What follows belongs to an exercise in optimizing a design on an open flow for small area, a short achievable clock period and few clock cycles per item; a production flow would make more cautious choices. Only simulation tests tie the RTL to the original design; equivalence was not proved.

==> v24 <==
Design glyph_grid_extent_finder, start of the top module:
module glyph_grid_extent_finder (
  input  wire logic                        clk,
  input  wire logic                        rst_n,
  input  wire logic                        cfg_we,
  input  wire logic                        cfg_index,
  input  wire logic [6:0]                  cfg_data,
  input  wire logic                        in_valid,
  output      logic                        in_stall,
  input  wire logic                        in_op,
  input  wire logic                        in_frame_start,
  input  wire logic [31:0]                 in_pixel_value,
  input  wire logic [7:0]                  in_glyph_index,
  output      logic                        out_valid,
  input  wire logic                        out_stall,
  output      logic [9:0]                  out_glyph_x,
  output      logic [10:0]                 out_glyph_y,
  output      logic [6:0]                  out_glyph_w,
  output      logic [6:0]                  out_glyph_h,
  output      logic [5:0]                  out_space_width,
  output      logic [6:0]                  out_line_height
);
  localparam logic [11:0] EMPTY = {6'd63, 6'd0};
  logic [6:0]  cw_r, ch_r;
  logic [5:0]  cwm1_r, chm1_r;
  logic [6:0]  cfg_eff;
  logic [31:0] bg_r;
  logic [7:0]  t_r;
  logic        sk_v, sk_op, sk_fs, sk_ink;
  logic [7:0]  sk_gi;
  logic        v1, op1, fs1, ink1;
  logic [7:0]  gi1;
  logic [7:0]  ra1;               
  logic [15:0] pa_row, pa_col;
  logic        pa0;
  logic [5:0]  icc_r, icr_r;
  logic [3:0]  cc_r, cr_r;
  logic [6:0]  top_r, abot_r;
  logic [11:0] ring [256];
  logic [11:0] rb   [16];          
  logic [15:0] pend;               
  logic        fl;                 
  logic        v2, s2b;           
  ...
==> flow/config.mk <==
export PLATFORM = sky130hd
export DESIGN_NAME = glyph_grid_extent_finder
export DESIGN_NICKNAME = glyph_grid_extent_finder
export VERILOG_FILES = /design/flow/design.v
export SDC_FILE = /design/flow/constraint.sdc
export NUM_CORES = 4
export LEC_CHECK = 0
export CAP_MARGIN = 20
export CORE_MARGIN = 2
export CORE_UTILIZATION = 62
export CTS_BUF_LIST = sky130_fd_sc_hd__clkbuf_16
export CTS_CLUSTER_DIAMETER = 60
export CTS_CLUSTER_SIZE = 24
export PLACE_DENSITY = 0.72
export SETUP_SLACK_MARGIN = 4.8
export SLEW_MARGIN = 20
export TNS_END_PERCENT = 100
==> flow/constraint.sdc <==
create_clock -name core_clock -period 8.0 [get_ports {clk}]
set_input_delay 1.6000 -clock core_clock [delete_from_list [all_inputs] [get_ports {clk}]]
set_output_delay 1.6000 -clock core_clock [all_outputs]
set_load 0.01 [all_outputs]
run.sh (not shown) runs the stock make flow with config.mk's settings and CLKGATE_MAP_FILE= SYNTH_SCRIPT=/design/flow/synth_recipe.tcl, a recipe that flattens the netlist after the stock synthesis.
==> v17: changes against v24 <==
--- a/flow/design.v
+++ b/flow/design.v
@@ -57,48 +57,44 @@
   logic [5:0]  cwm1_r, chm1_r;
   logic [6:0]  cfg_eff;
   logic [31:0] bg_r;
   logic [7:0]  t_r;
   logic        sk_v, sk_op, sk_fs, sk_ink;
   logic [7:0]  sk_gi;
   logic        v1, op1, fs1, ink1;
   logic [7:0]  gi1;
+  logic [3:0]  qi1;               
   logic [7:0]  ra1;               
   logic [15:0] pa_row, pa_col;
   logic        pa0;
   logic [5:0]  icc_r, icr_r;
   logic [3:0]  cc_r, cr_r;
   logic [6:0]  top_r, abot_r;
   logic [11:0] ring [256];
   logic [11:0] rb   [16];          
   logic [15:0] pend;               
   logic        fl;                 
   logic        v2, s2b;           
   logic        urb2;              
   logic        par2;              
   logic [11:0] rd2;
   logic [5:0]  rr_r;              
-  logic [3:0]  gcol2, grow2;
-  logic [6:0]  top2, abot2;       
+  logic [3:0]  gcol2;
   logic [9:0]  xs2;               
   logic [8:0]  ya2;               
   logic [7:0]  yb2;
   logic [6:0]  h2, lh2;
   logic        ov;
   logic [9:0]  ox;
   logic [10:0] oy;
   logic [6:0]  ow, oh, olh;
   logic [5:0]  osp;               
   logic        iccl_r, icrl_r, first_r, a65_r, tany_r, fsr_r;
-  logic [15:0] touched;
-  always_comb begin
-    for (int c = 0; c < 16; c++)
-      touched[c] = (icr_r != 6'd0) || (4'(c) < cc_r) || ((4'(c) == cc_r) && (icc_r != 6'd0));
-  end
+  logic [15:0] touched, touched_n;
   logic take, out_free, s2_free, s1_go, s1_free, s1_load, pix1, pproc, mark, mv;
   assign take     = in_valid && !sk_v;
   assign out_free = !ov || !out_stall;
   assign s2_free  = !v2 || (!s2b && out_free);
   assign s1_go    = v1 && (op1 ? s2_free : (!fs1 || fsr_r));
   assign s1_free  = !v1 || s1_go;
   assign s1_load  = s1_free && (sk_v || take);
   assign pix1     = v1 && !op1;
@@ -173,19 +169,24 @@
       if ((mark && touched[c]) || (pproc && icc_last && icr_last && (p_cc == 4'(c))))
         pend_n[c] = 1'b1;
       else if (wbe_r && (wbc_r == 4'(c)))
         pend_n[c] = 1'b0;
       else
         pend_n[c] = pend[c];
     end
     wbe_n = pend_n[wbc_n];
-    wbt_n = (icr_n != 6'd0) || (wbc_n < cc_n) || ((wbc_n == cc_n) && (icc_n != 6'd0));
     fsp    = pproc && fs1;
     rowinc = pproc && !fs1 && icc_last && (p_cc == 4'd15) && icr_last;
+    touched_n = touched;
+    if (pproc) begin
+      if (rowinc) touched_n = '0;
+      else        touched_n = (fs1 ? 16'd0 : touched) | (16'd1 << p_cc);
+    end
+    wbt_n = touched_n[wbc_n];
     for (int k = 0; k < 16; k++) hot0[k] = (4'(cr_r + tk_n) == 4'(k));
     for (int k = 0; k < 16; k++)
       hot_n[k] = fsp ? (tk_n == 4'(k)) : rowinc ? hot0[(k + 15) % 16] : hot0[k];
     for (int k = 0; k < 16; k++)
       wsel_n[k] = wbe_n && (wbt_n ? hot_n[k] : hot_n[(k + 1) % 16]);
   end
   logic [5:0]  ring_rd;
   logic [11:0] rb_rd;
@@ -197,36 +198,36 @@
       rrow[r] = '0;
       for (int c = 0; c < 16; c++)
         rrow[r] = rrow[r] | ({6{pa_col[c]}} & ring[16 * r + c][11:6]);
     end
     ring_rd = '0;
     for (int r = 0; r < 16; r++) ring_rd = ring_rd | ({6{pa_row[r]}} & rrow[r]);
     q_r      = gi1[7:4];
     q_c      = gi1[3:0];
-    rb_rd    = rb[4'(q_c - cc_r)];
+    rb_rd    = rb[qi1];
     q_use_rb = (touched[q_c] && (q_r == cr_r)) ||
                (pend[q_c] && !touched[q_c] && (q_r == cr_r - 4'd1));
   end
   logic [9:0]  b_xs;
-  logic [8:0]  b_ya;
-  logic [7:0]  b_yb;
-  logic [6:0]  b_h, b_lh;
+  logic [8:0]  q_ya;
+  logic [7:0]  q_yb;
+  logic [6:0]  q_h, q_lh;
   logic [11:0] c_ent;
   logic        c_vld;
   logic [9:0]  c_x, c_xs;
   logic [6:0]  c_w, c_ws;
   logic [10:0] c_y;
   always_comb begin
     b_xs = ((gcol2[0] ? 10'(cw_r)              : 10'd0) + (gcol2[1] ? 10'({cw_r, 1'b0}) : 10'd0))
          + ((gcol2[2] ? 10'({cw_r, 2'b00})     : 10'd0) + (gcol2[3] ? 10'({cw_r, 3'b000}) : 10'd0));
-    b_ya = (grow2[0] ? 9'(ch_r) : 9'd0) + (grow2[1] ? 9'({ch_r, 1'b0}) : 9'd0) + 9'(top2);
-    b_yb = (grow2[2] ? 8'(ch_r) : 8'd0) + (grow2[3] ? 8'({ch_r, 1'b0}) : 8'd0);
-    b_h  = (ch_r > top2) ? ch_r - top2 : 7'd0;
-    b_lh = (abot2 > top2) ? abot2 - top2 : 7'd0;
+    q_ya = (gi1[4] ? 9'(ch_r) : 9'd0) + (gi1[5] ? 9'({ch_r, 1'b0}) : 9'd0) + 9'(top_r);
+    q_yb = (gi1[6] ? 8'(ch_r) : 8'd0) + (gi1[7] ? 8'({ch_r, 1'b0}) : 8'd0);
+    q_h  = (ch_r > top_r) ? ch_r - top_r : 7'd0;
+    q_lh = (abot_r > top_r) ? abot_r - top_r : 7'd0;
     if (urb2)      c_ent = rd2;
     else if (par2) c_ent = {rr_r, rd2[5:0]};
     else           c_ent = {rd2[11:6], rr_r};
     c_vld = c_ent[11:6] <= c_ent[5:0];
     c_xs  = xs2 + 10'(c_ent[11:6]);
     c_ws  = 7'(c_ent[5:0]) - 7'(c_ent[11:6]) + 7'd1;
     c_x   = c_vld ? c_xs : xs2;
     c_w   = c_vld ? c_ws : cw_r;
@@ -250,16 +251,17 @@
       wbi_r   <= '0;
       wbe_r   <= 1'b0;
       wsel_r  <= '0;
       iccl_r  <= 1'b0;
       icrl_r  <= 1'b0;
       first_r <= 1'b1;
       a65_r   <= 1'b0;
       tany_r  <= 1'b0;
+      touched <= '0;
       fsr_r   <= 1'b1;
       sk_v    <= 1'b0;
       v1      <= 1'b0;
       v2      <= 1'b0;
       s2b     <= 1'b0;
       ov      <= 1'b0;
       icc_r   <= '0;
       cc_r    <= '0;
@@ -285,16 +287,17 @@
       wbi_r  <= wbi_n;
       wbe_r  <= wbe_n;
       wsel_r <= wsel_n;
       iccl_r  <= (icc_n == cwm1_r);
       icrl_r  <= (icr_n == chm1_r);
       first_r <= (icc_n == 6'd0) && (icr_n == 6'd0);
       a65_r   <= ({cr_n, cc_n} == 8'd65);
       tany_r  <= tany_n;
+      touched <= touched_n;
       fsr_r   <= (pend_n == 16'd0) && (fl_n || !tany_n);
       if (take && !in_op && in_frame_start) bg_r <= in_pixel_value;
       if (sk_v) begin
         if (s1_free) sk_v <= 1'b0;
       end else if (take && !s1_free) begin
         sk_v <= 1'b1;
       end
       if (s1_free) v1 <= sk_v || take;
@@ -336,40 +339,38 @@
       sk_ink <= t_ink;
       sk_gi  <= in_glyph_index;
     end
     if (s1_load) begin
       op1  <= sk_v ? sk_op  : in_op;
       fs1  <= sk_v ? sk_fs  : in_frame_start;
       ink1 <= sk_v ? sk_ink : t_ink;
       gi1  <= ld_gi;
+      qi1  <= ld_gi[3:0] - cc_n;
       ra1  <= ld_gi + t_r + 8'd1;
     end else begin
       ra1  <= ra1 + 8'd1;
     end
     for (int k = 0; k < 16; k++) begin
       pa_row[k] <= (pa_n[7:4] == 4'(k));
       pa_col[k] <= (pa_n[3:0] == 4'(k));
     end
     pa0  <= pa_n[0];
     rr_r <= ring_rd;
     if (mv) begin
       urb2  <= q_use_rb;
       par2  <= pa0;
       rd2   <= rb_rd;
       gcol2 <= gi1[3:0];
-      grow2 <= gi1[7:4];
-      top2  <= top_r;
-      abot2 <= abot_r;
+      ya2   <= q_ya;
+      yb2   <= q_yb;
+      h2    <= q_h;
+      lh2   <= q_lh;
     end else if (v2 && s2b) begin
       xs2 <= b_xs;
-      ya2 <= b_ya;
-      yb2 <= b_yb;
-      h2  <= b_h;
-      lh2 <= b_lh;
       if (!urb2) begin
         if (par2) rd2[5:0]  <= rr_r;
         else      rd2[11:6] <= rr_r;
       end
     end else if (v2 && !out_free) begin
       urb2 <= 1'b1;
       rd2  <= c_ent;
     end
==> v26: changes against v24 <==
==> flow/flow/run.sh (new file) <==
#!/bin/bash
# The standard layout, with two changes: the port buffers are buf_4 cells (instead of the
# resizer's default pick, a delay buffer), and timing repair may resize a cell into any cell of
# the same function (not only one of the same footprint).
set -euo pipefail
export BUFFER_PORTS_ARGS="-buffer_cell sky130_fd_sc_hd__buf_4"
bash standard.sh MATCH_CELL_FOOTPRINT=0 finish > flow_standard.log 2>&1
==> flow/standard.sh (new file) <==
#!/bin/bash
# synth_recipe.tcl (not shown) runs the flow's synth.tcl, then flattens the netlist and writes it again
# the make line also repeats each setting of config.mk as NAME=value (left out here)
make -C /OpenROAD-flow-scripts/flow DESIGN_CONFIG=/design/flow/config.mk WORK_HOME=/design/flow/orfs CLKGATE_MAP_FILE= SYNTH_SCRIPT=/design/flow/synth_recipe.tcl "${@:-finish}"
- CORE_UTILIZATION: 62 -> 50
- PLACE_DENSITY: 0.72 -> 0.6
removed: flow/run.sh
==> impl_metrics.ini <==
[cells_and_area]
antenna_cells = 4

[cts]
cts_setup_buffers = 44

[worst_hold_path]
hold_start = ring[77][4]$_DFF_P_

[global_routing]
grt_pass1_vias = 55943

[sta]
fmax_ghz = 0.3070
max_slew_margin_pct = 20.36

[setup_path]
timing.rr.end = rr_r[2]$_DFF_P_

[synthesis]
synth_edf_count = 314
yosys-top-cells-area = dfxtp_1 (66%), edfxtp_1 (9.4%), a221oi_1 (3.0%)

[status]
status = finished clean
The numbers above come from v17.

==> impl_metrics.ini <==
[setup_path]
crit_arrival_ns = 3.81
path_buf_inv = 5
crit_path_frequent_cell = buf_6

[global_routing]
use_met3_pct = 3.897
grt_pass1_vias = 56254

[cts]
cts_setup_buffers = 58
clock-sinks = 3611
cts_resized = 149

[route]
dr.pass1.iters = 8

[synthesis]
yosys-top-cells-area = dfxtp_1 (66%), edfxtp_1 (9.8%), a221oi_1 (2.9%)
synth_edf_count = 328

[worst_hold_path]
hold_start = ring[88][0]$_DFF_P_

[sta]
fmax_ghz = 0.3106
max_slew_margin_pct = 21.66

[cells_and_area]
antenna_cells = 4

[status]
status = finished clean
The numbers above come from v26.

==> impl_metrics.ini <==
[setup_path]
timing.rr.end = wsel_r[3]$_SDFF_PN0_

[sta]
fmax_ghz = 0.3120

[synthesis]
yosys-top-cells-area = dfxtp_1 (66%), edfxtp_1 (9.8%), a221oi_1 (2.9%)
synth_edf_count = 328

[status]
status = finished clean

[global_routing]
grt_pass1_vias = 56643

[cts]
cts_setup_buffers = 66

[worst_hold_path]
hold_start = ring[201][1]$_DFF_P_
The numbers above come from v24.

Testbench counts of v24, summed over its fixed seeds: cycles 44,030, items 41,958.
Testbench counts of v17, summed over its fixed seeds: cycles 44,030, items 41,958.
Testbench counts of v26, summed over its fixed seeds: cycles 44,030, items 41,958.

==> what the ideal ports hide <==
No port has a modelled driver above. Below, the same layouts with a new extraction and two added sets of constraints. Step 1 assumes that a clkbuf_16 drives the clock port and a buf_2 every other input. Step 2, shift: input delay + t, output delay - t, t = (earliest + latest rising clock arrival at the registers) / 2. This alone moves slack from input paths to output paths. Slacks: no drivers / after step 1 / after step 2; pairs: no drivers / after step 1.
| run | t, ns | setup WS [ns] | hold slack, ns | latest minus earliest clock arrival (ns) |
|---|---|---|---|---|
| v24 | 0.909 | 4.795 / 4.743 / 3.985 | 0.314 / 0.314 / 0.314 | 0.038 / 0.037 |
| v17 | 0.923 | 4.743 / 4.743 / 3.904 | 0.301 / 0.301 / 0.301 | 0.037 / 0.036 |
| v26 | 0.938 | 4.781 / 4.771 / 4.014 | 0.312 / 0.312 / 0.312 | 0.041 / 0.041 |
After both steps every run listed still meets setup and hold. For v17, which loses most, drivers alone change the setup slack by 0.000 ns; drivers and shift together by -0.839 ns.
